From an optimization exercise on the open Yosys and OpenROAD flow, aimed at small area, a short achievable clock period and few clock cycles per item; shortcuts taken in it are not production practice. Function was checked by simulation only, so behaviour that the tests miss may differ from the original. Power is estimated from default activity; no workload was simulated.

==> run Z <==
Design combinatorial_sequence_generator, start of the top module:
module combinatorial_sequence_generator
#(
    parameter int MAX_ITEMS = csg_pkg::MAX_ITEMS_DEF,
    parameter int MAX_PICKS = csg_pkg::MAX_PICKS_DEF
) (
    input  logic        aclk,
    input  logic        aresetn,
    input  logic        cfg_we,
    input  logic [1:0]  cfg_index,
    input  logic [4:0]  cfg_data,
    input  logic        s_tvalid,
    output logic        s_tready,
    input  logic [39:0] s_tdata,    
    output logic        m_tvalid,
    input  logic        m_tready,
    output logic [39:0] m_tdata,    
    output logic        m_tlast,
    output logic [1:0]  m_tuser     
);
    logic [1:0]  mode_reg;
    logic [4:0]  items_reg;
    logic [3:0]  picks_reg;
    logic        cfg_dirty;     
    logic        cfg_ok;        
    logic [3:0]  nm1_reg;       
    logic [2:0]  km1;
    logic [7:0]  kmask_reg;     
    assign km1 = 3'(picks_reg - 4'd1);
    always_ff @(posedge aclk) begin
        if (!aresetn) begin
  ...
==> flow/config.mk <==
export PLATFORM = sky130hd
export DESIGN_NAME = combinatorial_sequence_generator
export DESIGN_NICKNAME = combinatorial_sequence_generator
export VERILOG_FILES = /design/flow/design.v
export SDC_FILE = /design/flow/constraint.sdc
export NUM_CORES = 4
export LEC_CHECK = 0
export CAP_MARGIN = 20
export CORE_MARGIN = 2
export CORE_UTILIZATION = 50
export CTS_BUF_LIST = sky130_fd_sc_hd__clkbuf_8 sky130_fd_sc_hd__clkbuf_16
export CTS_CLUSTER_DIAMETER = 80
export CTS_CLUSTER_SIZE = 20
export SLEW_MARGIN = 20
export SETUP_SLACK_MARGIN = 6
==> flow/constraint.sdc <==
create_clock -name core_clock -period 9.0 [get_ports {aclk}]
set_input_delay 1.8000 -clock core_clock [delete_from_list [all_inputs] [get_ports {aclk}]]
set_output_delay 1.8000 -clock core_clock [all_outputs]
set_load 0.01 [all_outputs]
standard.sh (not shown) runs the stock make flow with config.mk's settings and CLKGATE_MAP_FILE= SYNTH_SCRIPT=/design/flow/synth_recipe.tcl, a recipe that flattens the netlist after the stock synthesis.
==> flow/flow/run.sh <==
#!/bin/bash
set -e
cd "$(dirname "$0")/.."
echo 'export SETUP_SLACK_MARGIN = 6' >> config.mk
bash standard.sh finish > standard_flow.log 2>&1
==> run K (differences from run Z) <==
--- a/flow/design.v
+++ b/flow/design.v
@@ -138,28 +138,39 @@
         end
         nfp = (wrapc || words) ? 8'd0 : (ge & kmask);
     end
     assign wrap = wrap_q;
     assign busy = cpend;
     logic [6:0] gtn;
-    logic [7:0] mobile, c1a, c2a, c2b, c2c;
+    logic [7:0] mobile, c1a, c1b, c2a, c2b;
     always_comb begin
         for (int i = 0; i < 7; i++) gtn[i] = pos[i] > pos[i + 1];
         for (int i = 0; i < 8; i++) begin
             logic gtl, gtr;
             gtr = (i < 7) ? (kmask[(i + 1) % 8] && gtn[i % 7]) : 1'b0;
             gtl = (i > 0) ? !gtn[(i + 6) % 7] : 1'b0;
             mobile[i] = kmask[i] && (dir[i] ? gtr : gtl);
         end
         for (int i = 0; i < 8; i++) c1a[i] = mobile[i] && (pos[i][3] || !(|(mobile & {pos[7][3], pos[6][3], pos[5][3], pos[4][3], pos[3][3], pos[2][3], pos[1][3], pos[0][3]})));
-        for (int i = 0; i < 8; i++) c2a[i] = cand[i] && (pos[i][2] || !(|(cand & {pos[7][2], pos[6][2], pos[5][2], pos[4][2], pos[3][2], pos[2][2], pos[1][2], pos[0][2]})));
-        for (int i = 0; i < 8; i++) c2b[i] = c2a[i] && (pos[i][1] || !(|(c2a & {pos[7][1], pos[6][1], pos[5][1], pos[4][1], pos[3][1], pos[2][1], pos[1][1], pos[0][1]})));
-        for (int i = 0; i < 8; i++) c2c[i] = c2b[i] && (pos[i][0] || !(|(c2b & {pos[7][0], pos[6][0], pos[5][0], pos[4][0], pos[3][0], pos[2][0], pos[1][0], pos[0][0]})));
+        for (int i = 0; i < 8; i++) c1b[i] = c1a[i] && (pos[i][2] || !(|(c1a & {pos[7][2], pos[6][2], pos[5][2], pos[4][2], pos[3][2], pos[2][2], pos[1][2], pos[0][2]})));
+        for (int i = 0; i < 8; i++) c2a[i] = cand[i] && (pos[i][1] || !(|(cand & {pos[7][1], pos[6][1], pos[5][1], pos[4][1], pos[3][1], pos[2][1], pos[1][1], pos[0][1]})));
+        for (int i = 0; i < 8; i++) c2b[i] = c2a[i] && (pos[i][0] || !(|(c2a & {pos[7][0], pos[6][0], pos[5][0], pos[4][0], pos[3][0], pos[2][0], pos[1][0], pos[0][0]})));
     end
     always_ff @(posedge aclk) begin
-        if (init) begin
+        if (!aresetn) begin
+            for (int i = 0; i < 8; i++) pos[i] <= '0;
+            dir      <= '0;
+            mob      <= 8'd1;
+            mob_none <= 1'b0;
+            maxs     <= 8'd1;
+            fp       <= '0;
+            srch1    <= 1'b0;
+            srch2    <= 1'b0;
+            cpend    <= 1'b0;
+            wrap_q   <= 1'b0;
+        end else if (init) begin
             for (int i = 0; i < 8; i++) pos[i] <= (comblike && kmask[i]) ? 4'(i) : 4'd0;
             dir      <= '0;
             mob      <= lastk;
             mob_none <= 1'b0;
             maxs     <= lastk;
             fp       <= '0;
@@ -204,15 +215,15 @@
             for (int j = 1; j < 8; j++)
                 if (fp[j] && !fp[j-1]) pos[j] <= comblike ? pinc[j-1] : pos[j-1];
             for (int j = 1; j < 8; j++) fp[j] <= fp[j] && fp[j-1];
             fp[0] <= 1'b0;
             srch1 <= 1'b0;
             srch2 <= srch1;
-            if (srch1) cand <= c1a;
+            if (srch1) cand <= c1b;
             if (srch2) begin
-                mob      <= c2c;
+                mob      <= c2b;
                 mob_none <= ~|cand;
             end
         end
     end
 endmodule
 import csg_pkg::*;
@@ -246,13 +257,13 @@
     assign km1 = 3'(picks_reg - 4'd1);
     always_ff @(posedge aclk) begin
         if (!aresetn) begin
             mode_reg  <= MODE_WORDS;
             items_reg <= 5'd2;
             picks_reg <= 4'd1;
-            cfg_dirty <= 1'b1;     
+            cfg_dirty <= 1'b0;
             cfg_ok    <= 1'b1;
             nm1_reg   <= 4'd1;
             kmask_reg <= 8'd1;
         end else begin
             if (cfg_we) begin
                 unique case (cfg_index)
@@ -284,46 +295,36 @@
     logic [3:0]  q2_idx;
     logic [31:0] in_data;       
     logic        wr_ok;         
     logic        emitting;      
     logic        err_pend;      
     logic [2:0]  cnt;
-    logic        pav, pbv;      
-    logic [3:0]  paidx, pbidx;
-    logic        palast, pblast, pawrap, pbwrap, paerr, pberr;
-    logic        prp, pwp;      
+    logic        p0v, p1v;      
+    logic [3:0]  p0idx, p1idx;
+    logic        p0last, p1last, p0wrap, p1wrap, p0err, p1err;
     logic [3:0]  res_pos;
     logic [31:0] res_val;
     logic        res_last, res_wrap, res_err;
     logic [31:0] vtab [MAX_ITEMS];
     assign s_tready = rdy_q;
     logic       eng_wrap, eng_busy, chk_hit;
     logic [3:0] rd_pos;
     logic go, pop, push, src_free, is_wr, is_rst, wr_conf, idle;
     logic fire, step_fire, err_fire, wr_fire, take;
-    logic nonempty, full;
-    logic [3:0] h_idx;
-    logic h_last, h_wrap, h_err;
-    logic emitting_n, err_pend_n, pav_n, pbv_n, in_v_n, in_wr_n, q2_v_n, q2_wr_n, t_v, t_wr;
+    logic emitting_n, err_pend_n, p0v_n, p1v_n, in_v_n, in_wr_n, q2_v_n, q2_wr_n, t_v, t_wr;
     logic n_idx_last, n_err;
     logic [3:0] n_idx;
     always_comb begin
         go        = !m_tvalid || m_tready;
-        nonempty  = pav || pbv;
-        full      = pav && pbv;
-        h_idx     = prp ? pbidx : paidx;
-        h_last    = prp ? pblast : palast;
-        h_wrap    = prp ? pbwrap : pawrap;
-        h_err     = prp ? pberr : paerr;
-        pop       = go && nonempty;
-        push      = (err_pend || (emitting && !eng_busy)) && !full;
+        pop       = go && p0v;
+        push      = (err_pend || (emitting && !eng_busy)) && !p1v;
         src_free  = !(emitting || err_pend) || (push && (err_pend || cnt == km1));
         is_wr     = in_type == REQ_WRITE;
         is_rst    = in_type == REQ_RESTART;
-        idle      = !(emitting || err_pend || nonempty);
-        wr_conf   = chk_hit || (pav && paidx == in_idx) || (pbv && pbidx == in_idx);
+        idle      = !(emitting || err_pend || p0v || p1v);
+        wr_conf   = chk_hit || (p0v && p0idx == in_idx) || (p1v && p1idx == in_idx);
         step_fire = in_v && !is_wr && cfg_ok && src_free;
         err_fire  = in_v && !is_wr && !cfg_ok && src_free;
         wr_fire   = in_v && is_wr && (idle || wr_ok);
         fire      = step_fire || err_fire || wr_fire;
         take      = s_tvalid && rdy_q;
         n_idx      = err_pend ? 4'd0 : rd_pos;
@@ -334,14 +335,19 @@
         if (push) begin
             if (err_pend) err_pend_n = 1'b0;
             else if (cnt == km1) emitting_n = 1'b0;
         end
         if (step_fire) emitting_n = 1'b1;
         if (err_fire) err_pend_n = 1'b1;
-        pav_n = (pav && !(pop && !prp)) || (push && !pwp);
-        pbv_n = (pbv && !(pop && prp)) || (push && pwp);
+        if (pop) begin
+            p0v_n = p1v || push;
+            p1v_n = p1v && push;
+        end else begin
+            p0v_n = p0v || push;
+            p1v_n = p1v || (p0v && push);
+        end
         t_v  = take && s_tdata[1:0] != REQ_NONE;
         t_wr = s_tdata[1:0] == REQ_WRITE;
         if (in_v && !fire) begin
             in_v_n  = 1'b1;
             in_wr_n = is_wr;
             q2_v_n  = q2_v || t_v;
@@ -391,58 +397,59 @@
     end
     always_ff @(posedge aclk) begin
         if (wr_fire) vtab[in_idx] <= in_data;
     end
     always_ff @(posedge aclk) begin
         if (pop) begin
-            res_pos  <= h_idx;
-            res_val  <= h_err ? 32'd0 : vtab[h_idx];
-            res_last <= h_last;
-            res_wrap <= h_wrap;
-            res_err  <= h_err;
-        end
-        if (push && !pwp) begin
-            paidx  <= n_idx;
-            palast <= n_idx_last;
-            pawrap <= eng_wrap;
-            paerr  <= n_err;
-        end
-        if (push && pwp) begin
-            pbidx  <= n_idx;
-            pblast <= n_idx_last;
-            pbwrap <= eng_wrap;
-            pberr  <= n_err;
+            res_pos  <= p0idx;
+            res_val  <= p0err ? 32'd0 : vtab[p0idx];
+            res_last <= p0last;
+            res_wrap <= p0wrap;
+            res_err  <= p0err;
+        end
+        if (pop && p1v) begin
+            p0idx  <= p1idx;
+            p0last <= p1last;
+            p0wrap <= p1wrap;
+            p0err  <= p1err;
+        end else if (pop || !p0v) begin
+            p0idx  <= n_idx;
+            p0last <= n_idx_last;
+            p0wrap <= eng_wrap;
+            p0err  <= n_err;
+        end
+        if (pop || !p1v) begin
+            p1idx  <= n_idx;
+            p1last <= n_idx_last;
+            p1wrap <= eng_wrap;
+            p1err  <= n_err;
         end
     end
     always_ff @(posedge aclk) begin
         if (!aresetn) begin
             rdy_q    <= 1'b0;
             in_v     <= (in_v && is_wr && !wr_fire) || (q2_v && q2_type == REQ_WRITE);
             q2_v     <= 1'b0;
             wr_ok    <= 1'b0;
             m_tvalid <= 1'b0;
             emitting <= 1'b0;
             err_pend <= 1'b0;
-            pav      <= 1'b0;
-            pbv      <= 1'b0;
-            prp      <= 1'b0;
-            pwp      <= 1'b0;
+            p0v      <= 1'b0;
+            p1v      <= 1'b0;
             cnt      <= '0;
         end else begin
             in_v     <= in_v_n;
             q2_v     <= q2_v_n;
             rdy_q    <= !in_v_n || (!q2_v_n && !in_wr_n) ||
-                        (!q2_v_n && !emitting_n && !err_pend_n && !pav_n && !pbv_n);
+                        (!q2_v_n && !emitting_n && !err_pend_n && !p0v_n && !p1v_n);
             wr_ok    <= in_v && is_wr && !wr_fire && !wr_conf;
             emitting <= emitting_n;
             err_pend <= err_pend_n;
-            pav      <= pav_n;
-            pbv      <= pbv_n;
-            if (pop) prp <= !prp;
-            if (push) pwp <= !pwp;
-            if (go) m_tvalid <= nonempty;
+            p0v      <= p0v_n;
+            p1v      <= p1v_n;
+            if (go) m_tvalid <= p0v;
             if (push && !err_pend) cnt <= cnt + 3'd1;
             if (step_fire) cnt <= '0;
         end
     end
     assign m_tdata = {4'd0, res_val, res_pos};
     assign m_tlast = res_last;
==> flow/run.sh (new file) <==
#!/bin/bash
# synth_recipe.tcl (not shown) runs the flow's synth.tcl, then flattens the netlist and writes it again
# the make line also repeats each setting of config.mk as NAME=value (left out here)
make -C /OpenROAD-flow-scripts/flow DESIGN_CONFIG=/design/flow/config.mk WORK_HOME=/design/flow/orfs CLKGATE_MAP_FILE= SYNTH_SCRIPT=/design/flow/synth_recipe.tcl finish
==> flow/config.mk (replaced) <==
export PLATFORM = sky130hd
export DESIGN_NAME = combinatorial_sequence_generator
export DESIGN_NICKNAME = combinatorial_sequence_generator
export VERILOG_FILES = /design/flow/design.v
export SDC_FILE = /design/flow/constraint.sdc
export NUM_CORES = 4
export LEC_CHECK = 0
export CAP_MARGIN = 20
export CORE_MARGIN = 2
export CORE_UTILIZATION = 65
export CTS_BUF_LIST = sky130_fd_sc_hd__clkbuf_4 sky130_fd_sc_hd__clkbuf_8
export SETUP_SLACK_MARGIN = 5
export SLEW_MARGIN = 20
removed: flow/flow/run.sh
removed: flow/standard.sh
==> comparison <==
Between run Z and run K, the lower core utilization is in run Z (gap 14 points). Against run K, the count of clock-buffer cells in the layout of run Z is lower by 96. Of run Z and run K, run Z has the higher synthesized cell count (gap about 26%, measured against run K). Of run K and run Z, run Z has the higher combinational power (gap 46%, measured against run Z). Between run K and run Z, the lower setup slack is in run K (gap 0.74 ns). Against run Z, the total power of run K is lower by 6.6%. Of run Z and run K, run Z has the higher die area (gap 32%, measured against run K). Synthesized area: run Z is higher than run K (2.1%). Against run Z, the via count of run K is smaller by 13%. Of run Z and run K, run Z has the higher critical path depth (gap 8). Between run Z and run K, the lower non-clock buffer count is in run K (gap 198).
Testbench counts of run Z, summed over its fixed seeds: cycles 19,104, results 17,712.
Testbench counts of run K, summed over its fixed seeds: cycles 19,104, results 17,712.

port drivers added, routing unchanged:
How much do the figures lean on ideal ports? The routed layouts below were timed once more, with nothing changed but the port constraints.
Step 1 sets driving cells, clkbuf_16 on the clock port and buf_2 on the other inputs (assumed; they add their load-dependent delay and slew).
Step 2 moves the port delays by t, midway between the first and last clock arrival at a register: inputs arrive t later, outputs are due t later. That takes back most of the time a late clock gives input paths.
a / b / c = ideal / step 1 / step 2; a / b = the first two.
run | t (ns) | slack for setup (ns) | worst setup path at the end
run Z | 0.670 | 5.822 / 5.822 / 5.457 | input to register
run K | 0.784 | 5.078 / 5.116 / 4.332 | input to register
After both steps setup and hold are still met in every run listed. For run K, which loses most, drivers alone change the setup slack by +0.038 ns; drivers and shift together by -0.746 ns.
